Source: an optimization exercise on an open RTL-to-GDS flow (aim: small area, a short achievable clock period and few clock cycles per item). Production flows keep margins and buffers that such runs may drop. For this run, only the layout was checked, not whether the RTL still works. No activity file was given, so power comes from the tool's default toggle rates.

**design.v**
```verilog
package psg_pkg;
    localparam int NUM_COEF_FIELDS = 8;
    localparam int COEF_W          = 8;
    localparam int THRESH_W        = 4;
    localparam int SHARE_CNT_W     = 5;
    localparam int VALUE_W         = 8;
    localparam int DEF_MAX_COEFS   = 8;
    localparam int DEF_MAX_SHARES  = 16;
endpackage
module psg_mulj #(
    parameter int J = 1
) (
    input  logic [8:0]  i_a,
    input  logic [8:0]  i_b,
    output logic [11:0] o_v
);
    assign o_v = 12'(J) * 12'(i_a) + 12'(J) * 12'(i_b);
endmodule
module psg_fold (
    input  logic [11:0] i_v,
    output logic [7:0]  o_s
);
    logic [8:0] f;
    logic [9:0] t;
    always_comb begin
        f   = 9'(i_v[7:0]) + 9'(i_v[11:8]) + {3'b0, i_v[11:8], 2'b0};
        t   = 10'(f) + 10'd5;
        o_s = (t[9:8] != 2'b00) ? t[7:0] : f[7:0];
    end
endmodule
module psg_add2 (
    input  logic [7:0] i_a,
    input  logic [7:0] i_b,
    output logic [7:0] o_s
);
    logic [8:0] s;
    logic [8:0] t;
    always_comb begin
        s   = 9'(i_a) + 9'(i_b);
        t   = 9'(i_a) + 9'(i_b) + 9'd5;
        o_s = t[8] ? t[7:0] : s[7:0];
    end
endmodule
module psg_add3 (
    input  logic [8:0] i_a,
    input  logic [8:0] i_b,
    input  logic [8:0] i_c,
    output logic [7:0] o_s
);
    logic [9:0] s0;
    logic [9:0] s1;
    logic [9:0] s2;
    always_comb begin
        s0 = 10'(i_a) + 10'(i_b) + 10'(i_c);
        s1 = 10'(i_a) + 10'(i_b) + 10'(i_c) + 10'd5;      
        s2 = 10'(i_a) + 10'(i_b) + 10'(i_c) + 10'd10;     
        if (s2[9])                 o_s = s2[7:0];
        else if (s1[9:8] != 2'b00) o_s = s1[7:0];
        else                       o_s = s0[7:0];
    end
endmodule
module psg_red4 (
    input  logic [9:0] i_a,
    output logic [7:0] o_s
);
    logic [9:0] s1;
    logic [9:0] s2;
    logic [9:0] s3;
    logic [9:0] s4;
    always_comb begin
        s1 = i_a - 10'd251;
        s2 = i_a - 10'd502;
        s3 = i_a - 10'd753;
        s4 = i_a - 10'd1004;
        if (i_a >= 10'd1004)     o_s = s4[7:0];
        else if (i_a >= 10'd753) o_s = s3[7:0];
        else if (i_a >= 10'd502) o_s = s2[7:0];
        else if (i_a >= 10'd251) o_s = s1[7:0];
        else                     o_s = i_a[7:0];
    end
endmodule
module psg_seq (
    input  logic        i_clk,
    input  logic        i_rst_n,
    input  logic        i_valid,
    input  logic [63:0] i_item,
    input  logic [2:0]  i_deg,       
    input  logic [4:0]  i_n,
    input  logic        i_take,      
    output logic        o_full,
    output logic        o_ready,     
    output logic        o_avail,     
    output logic [4:0]  o_n,
    output logic [63:0] o_tab,       
    output logic [7:0]  o_pa,        
    output logic [9:0]  o_pb
);
    logic        r_full;
    logic        r_ready;
    logic        r_done;
    logic        r_ph;               
    logic [2:0]  r_steps;
    logic [47:0] r_coefs;            
    logic [4:0]  r_n;
    logic [7:0]  r_d0;
    logic [7:3][7:0]  r_d;           
    logic [8:0]       r_d1;          
    logic [8:0]       r_d2;
    logic [7:1][11:0] r_v;
    logic [7:1][11:0] n_v;
    logic [7:1][7:0]  n_d;
    logic        fin;
    logic        adv;
    logic [7:0]  t_d0;
    logic [8:0]  t_d1;
    logic [8:0]  t_d2;
    logic [7:3][7:0] t_d;
    logic        pre;
    assign adv     = r_full && r_ph && (r_steps != 3'd0);
    assign fin     = r_full && r_ph && (r_steps == 3'd1);
    assign o_full  = r_full;
    assign o_ready = r_ready;
    assign o_avail = r_done || fin;
    assign o_n     = r_n;
    assign o_tab   = {t_d, t_d2[7:0], t_d1[7:0], t_d0};
    assign o_pa    = fin ? r_coefs[47:40] : r_d0;
    assign o_pb    = fin ? r_v[1][9:0] : r_d1;
    psg_mulj #(.J(1)) u_mul1 (.i_a(r_d1), .i_b({1'b0, r_d0}), .o_v(n_v[1]));
    psg_mulj #(.J(2)) u_mul2 (.i_a(r_d2), .i_b(r_d1), .o_v(n_v[2]));
    psg_mulj #(.J(3)) u_mul3 (.i_a({1'b0, r_d[3]}), .i_b(r_d2), .o_v(n_v[3]));
    generate
        for (genvar j = 4; j < 7; j++) begin : g_mul
            psg_mulj #(.J(j)) u_mul (.i_a({1'b0, r_d[j]}), .i_b({1'b0, r_d[j-1]}), .o_v(n_v[j]));
        end
        for (genvar j = 1; j < 8; j++) begin : g_fold
            psg_fold u_fold (.i_v(r_v[j]), .o_s(n_d[j]));
        end
    endgenerate
    psg_mulj #(.J(7)) u_mul7 (.i_a(9'd0), .i_b({1'b0, r_d[6]}), .o_v(n_v[7]));
    always_ff @(posedge i_clk) begin
        if (!i_rst_n) begin
            r_full  <= 1'b0;
            r_ready <= 1'b1;
            r_done  <= 1'b0;
        end else if (!r_full) begin
            r_full  <= i_valid;
            r_ready <= !i_valid;
            r_done  <= i_valid && (i_deg <= 3'd1);
        end else if (i_take) begin
            r_full  <= 1'b0;
            r_ready <= 1'b1;
            r_done  <= 1'b0;
        end else if (r_steps != 3'd0 && r_ph) begin
            r_done <= (r_steps == 3'd1);
        end
    end
    assign pre = (i_deg >= 3'd3);
    always_comb begin
        if (!r_full) begin
            t_d0 = pre ? i_item[47:40] : (i_deg == 3'd0) ? i_item[63:56] : i_item[55:48];
            t_d1 = pre ? 9'(i_item[63:56]) + 9'(i_item[55:48])
                       : (i_deg == 3'd0) ? 9'd0 : {1'b0, i_item[63:56]};
            t_d2 = pre ? {i_item[63:56], 1'b0} : 9'd0;
            t_d  = '0;
        end else if (adv) begin
            t_d0 = r_coefs[47:40];
            t_d1 = {1'b0, n_d[1]};
            t_d2 = {1'b0, n_d[2]};
            t_d  = n_d[7:3];
        end else begin
            t_d0 = r_d0;
            t_d1 = r_d1;
            t_d2 = r_d2;
            t_d  = r_d;
        end
    end
    always_ff @(posedge i_clk) begin
        r_v  <= n_v;
        r_d0 <= t_d0;
        r_d1 <= t_d1;
        r_d2 <= t_d2;
        r_d  <= t_d;
        if (!r_full) begin
            r_ph    <= 1'b0;
            r_steps <= pre ? i_deg - 3'd2 : (i_deg == 3'd0) ? 3'd0 : i_deg - 3'd1;
            r_coefs <= pre ? {i_item[39:0], 8'd0} : i_item[47:0];
            r_n     <= i_n;
        end else if (r_steps != 3'd0) begin
            r_ph <= !r_ph;
            if (r_ph) begin
                r_steps <= r_steps - 3'd1;
                r_coefs <= {r_coefs[39:0], 8'd0};
            end
        end
    end
endmodule
module polynomial_share_generator_mod251 (
    input  logic        i_clk,
    input  logic        i_rst_n,
    input  logic        i_cfg_we,
    input  logic [0:0]  i_cfg_idx,
    input  logic [4:0]  i_cfg_data,
    input  logic        i_valid,
    output logic        o_ready,
    input  logic [63:0] i_item,
    output logic        o_valid,
    input  logic        i_ready,
    output logic [13:0] o_item
);
    logic [3:0]  r_threshold;
    logic [4:0]  r_share_count;
    logic [2:0]  deg;
    logic [4:0]  cnt;
    logic        a_full;
    logic        a_avail;
    logic [7:0]  a_pa;
    logic [9:0]  a_pb;
    logic [4:0]  a_n;
    logic [63:0] a_tab;
    logic        load;
    always_ff @(posedge i_clk) begin
        if (!i_rst_n) begin
            r_threshold   <= 4'd2;
            r_share_count <= 5'd4;
        end else if (i_cfg_we) begin
            if (i_cfg_idx == 1'b0) begin
                r_threshold   <= i_cfg_data[3:0];
            end else begin
                r_share_count <= i_cfg_data;
            end
        end
    end
    always_comb begin
        if (r_threshold == 4'd0)     deg = 3'd0;
        else if (r_threshold > 4'd8) deg = 3'd7;
        else                         deg = 3'(r_threshold - 4'd1);
        if (r_share_count == 5'd0)       cnt = 5'd1;
        else if (r_share_count > 5'd16)  cnt = 5'd16;
        else                             cnt = r_share_count;
    end
    psg_seq u_seq (
        .i_clk    (i_clk),
        .i_rst_n  (i_rst_n),
        .i_valid  (i_valid),
        .i_item   (i_item),
        .i_deg    (deg),
        .i_n      (cnt),
        .i_take   (load),
        .o_full   (a_full),
        .o_ready  (o_ready),
        .o_avail  (a_avail),
        .o_n      (a_n),
        .o_tab    (a_tab),
        .o_pa     (a_pa),
        .o_pb     (a_pb)
    );
    logic        r_valid;
    logic        r_last;
    logic [4:0]  r_x;
    logic [4:0]  r_n;
    logic [7:0]  r_out;
    logic [7:1][7:0] r_r;
        logic [6:1][7:0] st_r;
    logic [7:0]  ld_out;
    logic [7:0]  st_out;
    logic        step;
    logic        sel_load;
    logic        en;
    assign sel_load = a_avail && (!r_valid || r_last);
    assign load = sel_load && (!r_valid || i_ready);
    assign step = r_valid && i_ready && !r_last;
    assign en   = load || step;
    generate
        for (genvar j = 1; j < 7; j++) begin : g_add
            psg_add2 u_add (.i_a(r_r[j]), .i_b(r_r[j+1]), .o_s(st_r[j]));
        end
    endgenerate
    psg_red4 u_out_ld (.i_a({2'b0, a_pa} + a_pb), .o_s(ld_out));
    psg_add3 u_out_st (.i_a({1'b0, r_out}), .i_b({1'b0, r_r[1]}), .i_c({1'b0, r_r[2]}), .o_s(st_out));
    always_ff @(posedge i_clk) begin
        if (!i_rst_n) begin
            r_valid <= 1'b0;
        end else if (load) begin
            r_valid <= 1'b1;
        end else if (i_ready) begin
            if (r_last) r_valid <= 1'b0;
        end
    end
    always_ff @(posedge i_clk) begin
        if (en) begin
            r_x    <= sel_load ? 5'd1 : r_x + 5'd1;
            r_n    <= sel_load ? a_n : r_n;
            r_last <= sel_load ? (a_n == 5'd1) : (r_x + 5'd1 == r_n);
            r_out  <= sel_load ? ld_out : st_out;
            r_r    <= sel_load ? a_tab[63:8] : {r_r[7], st_r};
        end
    end
    assign o_valid = r_valid;
    assign o_item  = {r_x, r_out, r_last};
endmodule
```
**run.sh**
```bash
#!/bin/bash
# synth_recipe.tcl (not shown) runs the flow's synth.tcl, then flattens the netlist and writes it again
# the make line also repeats each setting of config.mk as NAME=value (left out here)
make -C /OpenROAD-flow-scripts/flow DESIGN_CONFIG=/design/flow/config.mk WORK_HOME=/design/flow/orfs CLKGATE_MAP_FILE= SYNTH_SCRIPT=/design/flow/synth_recipe.tcl finish
```
**config.mk**
```make
export PLATFORM = sky130hd
export DESIGN_NAME = polynomial_share_generator_mod251
export DESIGN_NICKNAME = polynomial_share_generator_mod251
export VERILOG_FILES = /design/flow/design.v
export SDC_FILE = /design/flow/constraint.sdc
export NUM_CORES = 4
export LEC_CHECK = 0
export CAP_MARGIN = 20
export CORE_MARGIN = 2
export CORE_UTILIZATION = 40
export SLEW_MARGIN = 20
```
**constraint.sdc**
```tcl
create_clock -name core_clock -period 11.0 [get_ports {i_clk}]
set_input_delay 2.2000 -clock core_clock [delete_from_list [all_inputs] [get_ports {i_clk}]]
set_output_delay 2.2000 -clock core_clock [all_outputs]
set_load 0.01 [all_outputs]
```
==> out/results.md <==
| Item | This run |
| --- | --- |
| Status | timing/DRC/antenna clean |
| Crit. End Element | flop |
| WP data required | 11.29 ns |
| Commonest register cell after synthesis | dfxtp_1 |
| CTS tree | built |
| Fraction of layout cells with a size suffix above 1 | 0.0474 |
| Reg clk slew, reported paths | 0.06 ns |
| Wirelength per Cell | 18.0 um |
| Crit path DAT | 5.37 ns |
| Post-Synthesis Cell Area | 0.0227 sq mm |
| Hold-critical path depth | 0 |
| Placed cells | 3202 |
| Routed WL | 58700 um |
| Worst Hold Margin | 0.445 ns |
| Post-CTS setup buffer count | 0 |
| Top Ports | 91 |
| Hold Path Origin | u_seq.r_n[0]$_SDFFCE_PN1N_ |
| X dimension of the die | 242 um |
| Wire length of the first global-routing pass | 94400 um |
| Final critical-path required period | 5.08 ns |
| Pre-CTS WS | 5.79 ns |
| Number of cells traversed by the worst register-to-register path | 14 |
| Capture endpoint of the worst hold path | r_n[0]$_DFFE_PP_ |
| Worst VDD drop | 213 uV |
| CTS resizes | 0 |
| Mean post-synth cell area | 9.43 sq um |
| Number of placement rows | 87 |
| Number of failing hold endpoints at the final stage | 0 |
| Pins over their slew limit | 0 |
| Top cell types by occurrence after synthesis | 261 x ha_1, 201 x nand2_1, 190 x o21ai_0 |
| # H-tree levels | 2 |
| Asr flop ratio synth | 0 |
| Count leader, synth | ha_1 |
| Max Buffers Root-to-Sink | 3 |
| Period Utilization, post-route | 0.462 |
| Leading post-synthesis cells by cell area | edfxtp_1 19%, ha_1 14%, dfxtp_1 13% |
| Synthesized instance count | 2406 |
| Area share of the largest cell type after synthesis | 0.187 |
| Max-capacitance violation count | 0 |
| Skew final | 0.0215 ns |
| Power density over cell area | 344 mW/mm^2 |
| Number of flip-flops and latches in the synthesized netlist | 286 |
| FF-to-FF End | r_out[7]$_DFFE_PN_ |
| DPL Wire Length | 44800 um |
| Slew at the pin with the worst max-slew slack | 1.01 ns |
| Initial antenna violation count | 4 |
| Die boundary height | 242 um |
| Total gr overflow | 0 |
| Final setup violation count | 0 |
| Clk root buf | clkbuf_16 |
| 1st-pass router iterations | 7 |
| Leakage component of the power | 10.8 nW |
| Classification of the worst setup path | reg2reg |
| Count of buffers inserted at the top-level ports | 90 |
| Total CTS buffers | 35 |
| Fin Setup TNS | 0 ns |
| Max_slew headroom | 0.329 |
| Cell type with the largest total area after synthesis | edfxtp_1 |
| Starting Density | 0.404 |
| Routability cong. | 0.884 |
| Crit-path max FO | 28 |
| Upper clock frequency limit | 0.197 GHz |
| Insertion delay of the later-clocked pin in the worst-skew pair | 0.56 ns |
| Reg2Reg Setup Slack | 5.92 ns |
| Syn_nets | 2818 |
| Detailed Route Iter0 Violations | 1171 |
| Core outline area | 0.0562 sq mm |
| Kind of launch point of the worst setup path | flop |
| Portion of the post-synthesis area used by sequential elements | 0.315 |
| Layout overhead on the synthesized area | 12.6% |
| Final antenna-violating net count | 0 |
| Clock net sink count | 286 |
| CTS Hold Buffers Added | 0 |
| Number of warnings issued by yosys | 6 |
| Startpoint of the lowest-slack register-to-register path | u_seq.r_full$_SDFF_PN0_ |
| Routed via count | 17800 |
| Critical Path Start | u_seq.r_full$_SDFF_PN0_ |
| Number of global-route vias before repair | 17500 |
| Total global-route track usage | 0.199 |
| Maximum number of pins on one net before global-route repair | 102 |
| Post-detailed-route via-to-cell ratio | 5.44 |
| Overall power of the completed layout | 8.79 mW |
| Count of placed standard cells in the final layout, fillers left out | 3268 |
| Total DRC errors in the routed layout | 0 |
| Number of distinct library cells after synthesis | 84 |
| Die Area | 0.0586 sq mm |
| Worst min path class | reg2reg |
| Count of flip-flops with a built-in enable after synthesis | 141 |
| Post-layout worst setup margin | 5.92 ns |
| RSZ-0062 raised after global routing | no |
| Number of nets in the layout | 2895 |
-- through the flow --
step | area, sq um | utilization
4_1_cts | 25500 | 0.455
3_5_place_dp | 24400 | 0.434
2_1_floorplan | 22700 | -
3_3_place_gp | 24400 | 0.434
5_1_grt | 25500 | 0.455
6_report | 25500 | 0.455
-- critical path, cell delays in order (launching register included) --
cell and delay (ns):
dfxtp_4 0.59, nand4b_1 0.70, nand2_1 0.25, nand2_1 0.08, ha_1 0.24, fa_1 0.43
xor2_1 0.52, inv_1 0.32, ha_1 0.28, a21boi_0 0.35, or3b_2 0.50, o2111ai_1 0.19
a31oi_1 0.07, xnor2_1 0.16, o22ai_1 0.09
-- registers in the layout (all words and copies together) (netlist names), 3 cells and up --
name and flops:
r_x 5, u_seq.r_d0 8, u_seq.r_coefs 48, u_seq.r_d2 9, r_threshold 4, r_n 5, r_out 8, r_share_count 5
u_seq.r_d 40, u_seq.r_d1 9, u_seq.r_v 75, u_seq.r_steps 3, u_seq.r_n 5, r_r 56
-- area by class of cell --
| type | count | area (sq um) |
|---|---|---|
| inverters | 144 | 542 |
| clock inverters | 10 | 110 |
| repair buffers | 100 | 976 |
| multi-input cells | 1916 | 14800 |
| fillers | 5413 | 30600 |
| diodes | 2 | 5.00 |
| flip-flops and latches | 286 | 7140 |
| clock buffers | 54 | 1020 |
| well taps | 756 | 946 |
-- cells by family after synthesis --
logic type	after synthesis	share of synthesized area
flops	286	0.315
mux	88	0.0405
compound gates	664	0.187
fa+ha+maj	338	0.212
xor+xnor	204	0.0788
simple gates	622	0.133
buf+inv	204	0.0339
-- where the power goes --
part	internal (mW)	leakage (nW)	switching (mW)
combinational	2.45	7.70	3.26
sequential	1.61	2.59	0.301
clock	0.688	0.552	0.476
total	4.75	10.8	4.04
-- cells in the final DEF, fill, tap and decap left out, types with 34 or more instances in the layout --
master             n
clkdlybuf4s50_1   90
xor2_1            70
mux2i_1           67
edfxtp_1         141
nor3_1            34
xnor2_1          134
clkbuf_16         36
ha_1             261
nor2_1           155
fa_1              76
nand2_1          200
o21ai_0          190
a21oi_1          165
inv_1            141
a21o_1            65
nand3_1           43
dfxtp_1          144
-- worst max-delay path by stage --
stage | cells past startpoint | end | slack [ns]
5_1_grt | 17 | r_out[5]$_DFFE_PN_ | 5.51
2_1_floorplan | 2 | r_last$_DFFE_PN_ | 5.23
6_report | 14 | r_out[7]$_DFFE_PN_ | 5.92
3_3_place_gp | 11 | r_r[7]$_DFFE_PN_ | 5.95
4_1_cts | 14 | r_out[7]$_DFFE_PN_ | 5.96
3_5_place_dp | 11 | r_r[7]$_DFFE_PN_ | 5.79
-- layer usage --
layer	GRT usage	wire length, um	vias to the layer above
met2	0.323	26600	355
li1	-	-	8877
met5	0	20	-
met1	0.278	28100	8461
met3	0.0275	2630	80
met4	0.0565	1310	2

[port drivers added, routing unchanged]
No port has a modelled driver above. Below, the same layout with a new extraction and two added sets of constraints. Step 1 sets driving cells, clkbuf_16 on the clock port and buf_2 on the other inputs (assumed; they add their load-dependent delay and slew). Step 2 moves the port delays by t, midway between the first and last clock arrival at a register: inputs arrive t later, outputs are due t later. That takes back most of the time a late clock gives input paths. Three values: ideal, step 1, step 2; two values: the first two.
t, ns: 0.605
setup slack, ns: 5.923 / 5.923 / 5.726
worst setup path after step 2: input to register
worst slew at a driven data input, ns: 0.12
pins driven straight from the clock port: 1
After both steps setup and hold are still met in this run. For this run, drivers alone change the setup slack by 0.000 ns; drivers and shift together by -0.197 ns.
